Context: an optimization exercise on an open-source flow, tuned for small area. The choices shown serve that exercise and are no tape-out recipe.
Function was checked by simulation only, so behaviour that the tests miss may differ from the original.
Power is estimated from default activity; no workload was simulated.

==> run a: inputs <==
Design game_over_screen, start of the top module:
module game_over_screen
(
    input  logic        clk,
    input  logic        arst_n,
    input  logic        video_on,
    input  logic [10:0] pixel_x,
    input  logic [10:0] pixel_y,
    output logic [4:0]  vga_rgb
);
clock: 25.0 ns
lec_check: 0
cap_margin: 20
core_margin: 2
core_utilization: 40
cts_buf_list: sky130_fd_sc_hd__clkbuf_1
slew_margin: 20
standard.sh (not shown) runs the stock make flow with config.mk's settings and CLKGATE_MAP_FILE= SYNTH_SCRIPT=/design/flow/synth_recipe.tcl, a recipe that flattens the netlist after the stock synthesis.
==> flow/flow/run.sh <==
#!/bin/bash
# Standard ORFS layout (the standard.sh), with these changes to how it is made:
#  - synthesis maps the gate netlist with each ABC script in flow/abc/ and
#    keeps the smallest mapping (flow/synth.tcl), and leaves adders as plain
#    gates for ABC instead of half/full adder cells (ADDER_MAP_FILE empty),
#  - the ports are buffered with the smallest buffer (buf_1).
# The tools' full logs are under orfs/logs; make's own output is in standard.log.
set -euo pipefail
here=$(pwd)
sed "s|@ABC_DIR@|$here/flow/abc|" flow/synth.tcl > $here/synth_custom.tcl
bash standard.sh \
    SYNTH_SCRIPT=$here/synth_custom.tcl \
    ADDER_MAP_FILE= \
    "BUFFER_PORTS_ARGS=-buffer_cell sky130_fd_sc_hd__buf_1" \
    finish > standard.log 2>&1
==> flow/flow/abc/a1.abc <==
strash
dch -f
amap
mfs3 -a
topo
==> flow/flow/abc/a2.abc <==
strash
amap
mfs3 -a
topo
==> flow/flow/abc/a3.abc <==
strash
dch -f
map -a
topo
==> flow/flow/abc/a4.abc <==
strash
&get -n
&dch -f
&nf -R 1000
&put
mfs3 -a
topo
==> flow/flow/abc/a5.abc <==
strash
dch -f
map -a
amap
mfs3 -a
topo
==> flow/flow/abc/a6.abc <==
strash
dch -f
amap -F 40 -A 40 -C 1000
mfs3 -a
topo
==> flow/flow/abc/a7.abc <==
strash
dch -f
amap
mfs3 -a
strash
dch -f
amap -F 40 -A 40 -C 1000
mfs3 -a
topo
==> flow/flow/abc/a8.abc <==
strash
dc2
dch -f
amap -F 40 -A 40 -C 1000
mfs3 -a
topo
==> flow/flow/abc/a9.abc <==
strash
dch -f
amap -F 100 -A 100 -C 2000
mfs3 -a
topo
==> flow/flow/abc/b1.abc <==
strash
&get -n
&dch -f
&nf -R 1000
&put
mfs3 -a
strash
dch -f
amap -F 40 -A 40 -C 1000
mfs3 -a
topo
==> flow/flow/abc/b2.abc <==
strash
dch -f
amap -F 40 -A 40 -C 1000
mfs3 -a
mfs3 -ae
topo
==> flow/flow/abc/c1.abc <==
strash
&get -n
&dc2
&put
dch -f
amap
mfs3 -a
topo
==> flow/flow/abc/c2.abc <==
strash
&get -n
&syn2
&put
dch -f
amap
mfs3 -a
topo
==> flow/flow/abc/c3.abc <==
strash
balance
rewrite
refactor
balance
rewrite -z
refactor -z
balance
dch -f
amap
mfs3 -a
topo
==> flow/flow/abc/c4.abc <==
strash
&get -n
&dch -f
&nf -R 1000
&put
mfs3 -a
topo
==> flow/flow/abc/c5.abc <==
strash
fraig
dch -f
amap
mfs3 -a
topo
==> flow/flow/abc/c6.abc <==
strash
&get -n
&dc2
&dc2
&put
dch -f
amap -F 40 -A 40 -C 1000
mfs3 -a
topo
==> flow/flow/abc/c7.abc <==
strash
resub -K 8
resub -K 10 -N 2
dch -f
amap
mfs3 -a
topo
==> flow/flow/abc/c8.abc <==
strash
&get -n
&dch -f
&if -K 6 -a
&mfs
&st
&put
dch -f
amap
mfs3 -a
topo
==> flow/flow/abc/c9.abc <==
strash
dch
amap
mfs3 -a
topo
==> flow/flow/abc/d1.abc <==
strash
amap -F 40 -A 40 -C 1000
mfs3 -a
topo
==> flow/flow/synth.tcl <==
# The standard flow's synthesis script (synth_recipe.tcl), with ABC's mapping changed: the
# gate netlist is mapped with each script in flow/abc/ (each trial in a yosys
# process of its own, so a script that fails is only skipped), and the
# mapping with the smallest cell area is kept.
proc synth {args} { yosys synth -nofsm -noshare {*}$args }
proc abc {args} {
  set i [lsearch -exact $args -script]
  set scripts [lsort [glob @ABC_DIR@/*.abc]]
  set dir $::env(OBJECTS_DIR)/abc_trials
  file mkdir $dir
  yosys write_rtlil $dir/pre_abc.il
  set lib_args {}
  foreach lib $::env(LIB_FILES) { lappend lib_args -liberty $lib }
  set best ""
  set best_area 1e12
  foreach s $scripts {
    set name [file rootname [file tail $s]]
    set a2 $args
    lset a2 [expr {$i + 1}] $s
    set cmd "read_rtlil $dir/pre_abc.il; abc $a2; tee -q -o $dir/$name.area stat $lib_args"
    if { [catch { exec yosys -q -l $dir/$name.log -p $cmd } err] } {
      puts "ABC mapping $name failed"
      continue
    }
    set f [open $dir/$name.area r]
    set txt [read $f]
    close $f
    if { ![regexp {Chip area for module[^:]*:\s*([0-9.eE+]+)} $txt -> area] } { continue }
    puts "ABC mapping $name: area $area"
    if { $area < $best_area } { set best_area $area; set best $s }
  }
  lset args [expr {$i + 1}] $best
  puts "ABC mapping kept: [file tail $best] (area $best_area)"
  yosys abc {*}$args
}
source $::env(SCRIPTS_DIR)/synth.tcl
# left out here: clear keep_hierarchy, flatten, clean up, hide names made inside functions, write 1_2_yosys.v
==> run b (differences from run a) <==
==> flow/flow/run.sh (replaced) <==
#!/bin/bash
# Standard ORFS layout (the standard.sh), with these changes to how it is made:
#  - synthesis maps the gate netlist with each ABC script in flow/abc_scripts.txt and
#    keeps the smallest mapping (flow/synth.tcl), and leaves adders as plain
#    gates for ABC instead of half/full adder cells (ADDER_MAP_FILE empty),
#  - the ports are buffered with the smallest buffer (buf_1).
# The tools' full logs are under orfs/logs; make's own output is in standard.log.
set -euo pipefail
here=$(pwd)
sed "s|@ABC_SCRIPTS@|$here/flow/abc_scripts.txt|" flow/synth.tcl > $here/synth_custom.tcl
bash standard.sh \
    SYNTH_SCRIPT=$here/synth_custom.tcl \
    ADDER_MAP_FILE= \
    SYNTH_INSBUF=0 \
    "BUFFER_PORTS_ARGS=-buffer_cell sky130_fd_sc_hd__buf_1" \
    finish > standard.log 2>&1
==> flow/flow/abc_scripts.txt (new file) <==
# One ABC mapping script per line: "name: command; command; ..."
a1: strash; dch -f; amap; mfs3 -a; topo
a2: strash; amap; mfs3 -a; topo
a3: strash; dch -f; map -a; topo
a4: strash; &get -n; &dch -f; &nf -R 1000; &put; mfs3 -a; topo
a5: strash; dch -f; map -a; amap; mfs3 -a; topo
a6: strash; dch -f; amap -F 40 -A 40 -C 1000; mfs3 -a; topo
a7: strash; dch -f; amap; mfs3 -a; strash; dch -f; amap -F 40 -A 40 -C 1000; mfs3 -a; topo
a8: strash; dc2; dch -f; amap -F 40 -A 40 -C 1000; mfs3 -a; topo
a9: strash; dch -f; amap -F 100 -A 100 -C 2000; mfs3 -a; topo
b1: strash; &get -n; &dch -f; &nf -R 1000; &put; mfs3 -a; strash; dch -f; amap -F 40 -A 40 -C 1000; mfs3 -a; topo
b2: strash; dch -f; amap -F 40 -A 40 -C 1000; mfs3 -a; mfs3 -ae; topo
c1: strash; &get -n; &dc2; &put; dch -f; amap; mfs3 -a; topo
c2: strash; &get -n; &syn2; &put; dch -f; amap; mfs3 -a; topo
c3: strash; balance; rewrite; refactor; balance; rewrite -z; refactor -z; balance; dch -f; amap; mfs3 -a; topo
c4: strash; &get -n; &dch -f; &nf -R 1000; &put; mfs3 -a; topo
c5: strash; fraig; dch -f; amap; mfs3 -a; topo
c6: strash; &get -n; &dc2; &dc2; &put; dch -f; amap -F 40 -A 40 -C 1000; mfs3 -a; topo
c7: strash; resub -K 8; resub -K 10 -N 2; dch -f; amap; mfs3 -a; topo
c8: strash; &get -n; &dch -f; &if -K 6 -a; &mfs; &st; &put; dch -f; amap; mfs3 -a; topo
c9: strash; dch; amap; mfs3 -a; topo
d1: strash; amap -F 40 -A 40 -C 1000; mfs3 -a; topo
d2: strash; dch -f; amap -F 10 -A 10 -C 500; mfs3 -a; topo
d3: strash; dch -f; amap -F 200 -A 200 -C 5000; mfs3 -a; topo
d4: strash; dch -f -p; amap; mfs3 -a; topo
d5: strash; &get -n; &dch -f; &nf -R 1000 -p; &put; mfs3 -a; topo
d6: strash; &get -n; &dch -f -r; &nf -R 1000; &put; mfs3 -a; topo
d7: strash; &get -n; &synch2; &nf -R 1000; &put; mfs3 -a; topo
d8: strash; &get -n; &dch; &nf -R 2000 -a; &put; mfs3 -a; topo
d9: strash; dch -f; amap; mfs3 -a; mfs3 -ae; topo
e1: strash; &get -n; &dc2; &put; strash; &get -n; &dch -f; &nf -R 1000; &put; mfs3 -a; topo
e2: strash; &get -n; &dch -f; &nf -R 1000; &put; mfs3 -a; mfs3 -ae; topo
e3: strash; balance; rewrite; refactor; balance; rewrite -z; refactor -z; balance; &get -n; &dch -f; &nf -R 1000; &put; mfs3 -a; topo
e4: strash; dch -f; amap -F 40 -A 40 -C 1000; mfs3 -a; mfs3 -ae; topo
e5: strash; &get -n; &dch -f; &nf -R 1000 -E 10; &put; mfs3 -a; topo
--- a/flow/flow/synth.tcl
+++ b/flow/flow/synth.tcl
@@ -1,18 +1,32 @@
 # The standard flow's synthesis script (synth_recipe.tcl), with ABC's mapping changed: the
-# gate netlist is mapped with each script in flow/abc/ (each trial in a yosys
+# gate netlist is mapped with each script in flow/abc_scripts.txt (each trial in a yosys
 # process of its own, so a script that fails is only skipped), and the
 # mapping with the smallest cell area is kept.
 proc synth {args} { yosys synth -nofsm -noshare {*}$args }
 proc abc {args} {
   set i [lsearch -exact $args -script]
-  set scripts [lsort [glob @ABC_DIR@/*.abc]]
   set dir $::env(OBJECTS_DIR)/abc_trials
   file mkdir $dir
+  set scripts {}
+  set f [open @ABC_SCRIPTS@ r]
+  foreach line [split [read $f] "\n"] {
+    set line [string trim $line]
+    if { $line eq "" || [string index $line 0] eq "#" } { continue }
+    set k [string first ":" $line]
+    set name [string trim [string range $line 0 [expr {$k - 1}]]]
+    set body [string map {";" "\n"} [string range $line [expr {$k + 1}] end]]
+    set g [open $dir/$name.abc w]
+    puts $g [string trim $body]
+    close $g
+    lappend scripts $dir/$name.abc
+  }
+  close $f
   yosys write_rtlil $dir/pre_abc.il
   set lib_args {}
   foreach lib $::env(LIB_FILES) { lappend lib_args -liberty $lib }
   set best ""
   set best_area 1e12
+  set results {}
   foreach s $scripts {
     set name [file rootname [file tail $s]]
     set a2 $args
@@ -27,6 +41,18 @@
     close $f
     if { ![regexp {Chip area for module[^:]*:\s*([0-9.eE+]+)} $txt -> area] } { continue }
     puts "ABC mapping $name: area $area"
+    lappend results [list $s $area]
+  }
+  # A mapping far smaller than the others has lost logic: never keep one
+  # below 70% of the largest result.
+  set top 0
+  foreach r $results { if { [lindex $r 1] > $top } { set top [lindex $r 1] } }
+  foreach r $results {
+    lassign $r s area
+    if { $area < 0.7 * $top } {
+      puts "ABC mapping [file tail $s] ignored (area $area is implausibly small)"
+      continue
+    }
     if { $area < $best_area } { set best_area $area; set best $s }
   }
   lset args [expr {$i + 1}] $best
Settings changed: GPL_TIMING_DRIVEN set to 0.
removed: flow/flow/abc/a1.abc
removed: flow/flow/abc/a2.abc
removed: flow/flow/abc/a3.abc
removed: flow/flow/abc/a4.abc
removed: flow/flow/abc/a5.abc
removed: flow/flow/abc/a6.abc
removed: flow/flow/abc/a7.abc
removed: flow/flow/abc/a8.abc
removed: flow/flow/abc/a9.abc
removed: flow/flow/abc/b1.abc
removed: flow/flow/abc/b2.abc
removed: flow/flow/abc/c1.abc
removed: flow/flow/abc/c2.abc
removed: flow/flow/abc/c3.abc
removed: flow/flow/abc/c4.abc
removed: flow/flow/abc/c5.abc
removed: flow/flow/abc/c6.abc
removed: flow/flow/abc/c7.abc
removed: flow/flow/abc/c8.abc
removed: flow/flow/abc/c9.abc
removed: flow/flow/abc/d1.abc
==> run notes <==
item                                                                run b           run a
Outcome                                                    finished clean  finished clean
Slowest stage delay, CP                                           0.78 ns         0.51 ns
Clock insertion delay at the later pin of the skew report         0.23 ns         0.25 ns
Drt pass-1 iters                                                        6               5
DIE WIDTH                                                         62.0 µm         63.0 µm
Time the final worst path needs with I/O delays and setup        10.11 ns         8.92 ns
Post-route design area                                           1520 µm²        1530 µm²
Worst voltage drop across the vdd grid                            11.8 µV         10.1 µV
Met3 Usage GRT                                                     0.0414          0.0306
Share of the final layout cell area in sequential cells            0.0657          0.0654
Largest net degree at the start of global routing                      27              17
Inverters                                                               9              33
Highest fanout seen on the critical path                               26              16
Cell internal pwr                                               0.0195 mW       0.0191 mW
Synthesized Nets                                                      250             272
Combinational gate power                                        0.0321 mW       0.0322 mW
Initial core utilization                                            0.410           0.417
Core Region                                                      3280 µm²        3340 µm²
Final routed wirelength across all metal layers                   4650 µm         4970 µm
Synth Area in Compound Gates                                        0.519           0.527
Avg Synthesized Cell Area                                        5.98 µm²        5.63 µm²
Count of nets after finishing                                         284             301
Distinct cells, synth                                                  46              36
Slew headroom                                                       0.282           0.455
M1 GR Usage                                                         0.358           0.378
Multi-input logic area                                           1210 µm²        1130 µm²
Minimum hold slack                                               0.354 ns        0.355 ns

-- static timing again, ports no longer ideal --
How much do the figures lean on ideal ports? The routed layouts below were timed once more, with nothing changed but the port constraints.
Step 1: set_driving_cell puts a clkbuf_16 on clk and a buf_2 on each other input, an assumption about the parent block.
Step 2, shift: input delay + t, output delay - t, t = (earliest + latest rising clock arrival at the registers) / 2. This alone moves slack from input paths to output paths.
Three values: no drivers, after step 1, after step 2; two values: the first two.
| run | t (ns) | slack for setup (ns) | worst setup path at the end | clock arrival spread, ns | worst data-port slew with drivers (ns) |
|---|---|---|---|---|---|
| run a | 0.265 | 16.081 / 16.066 / 15.801 | input to register | 0.002 / 0.001 | 0.03 |
| run b | 0.244 | 14.895 / 14.882 / 14.638 | input to register | 0.007 / 0.008 | 0.03 |
After both steps every run listed still meets setup and hold. For run a, which loses most, drivers alone change the setup slack by -0.015 ns; drivers and shift together by -0.280 ns.
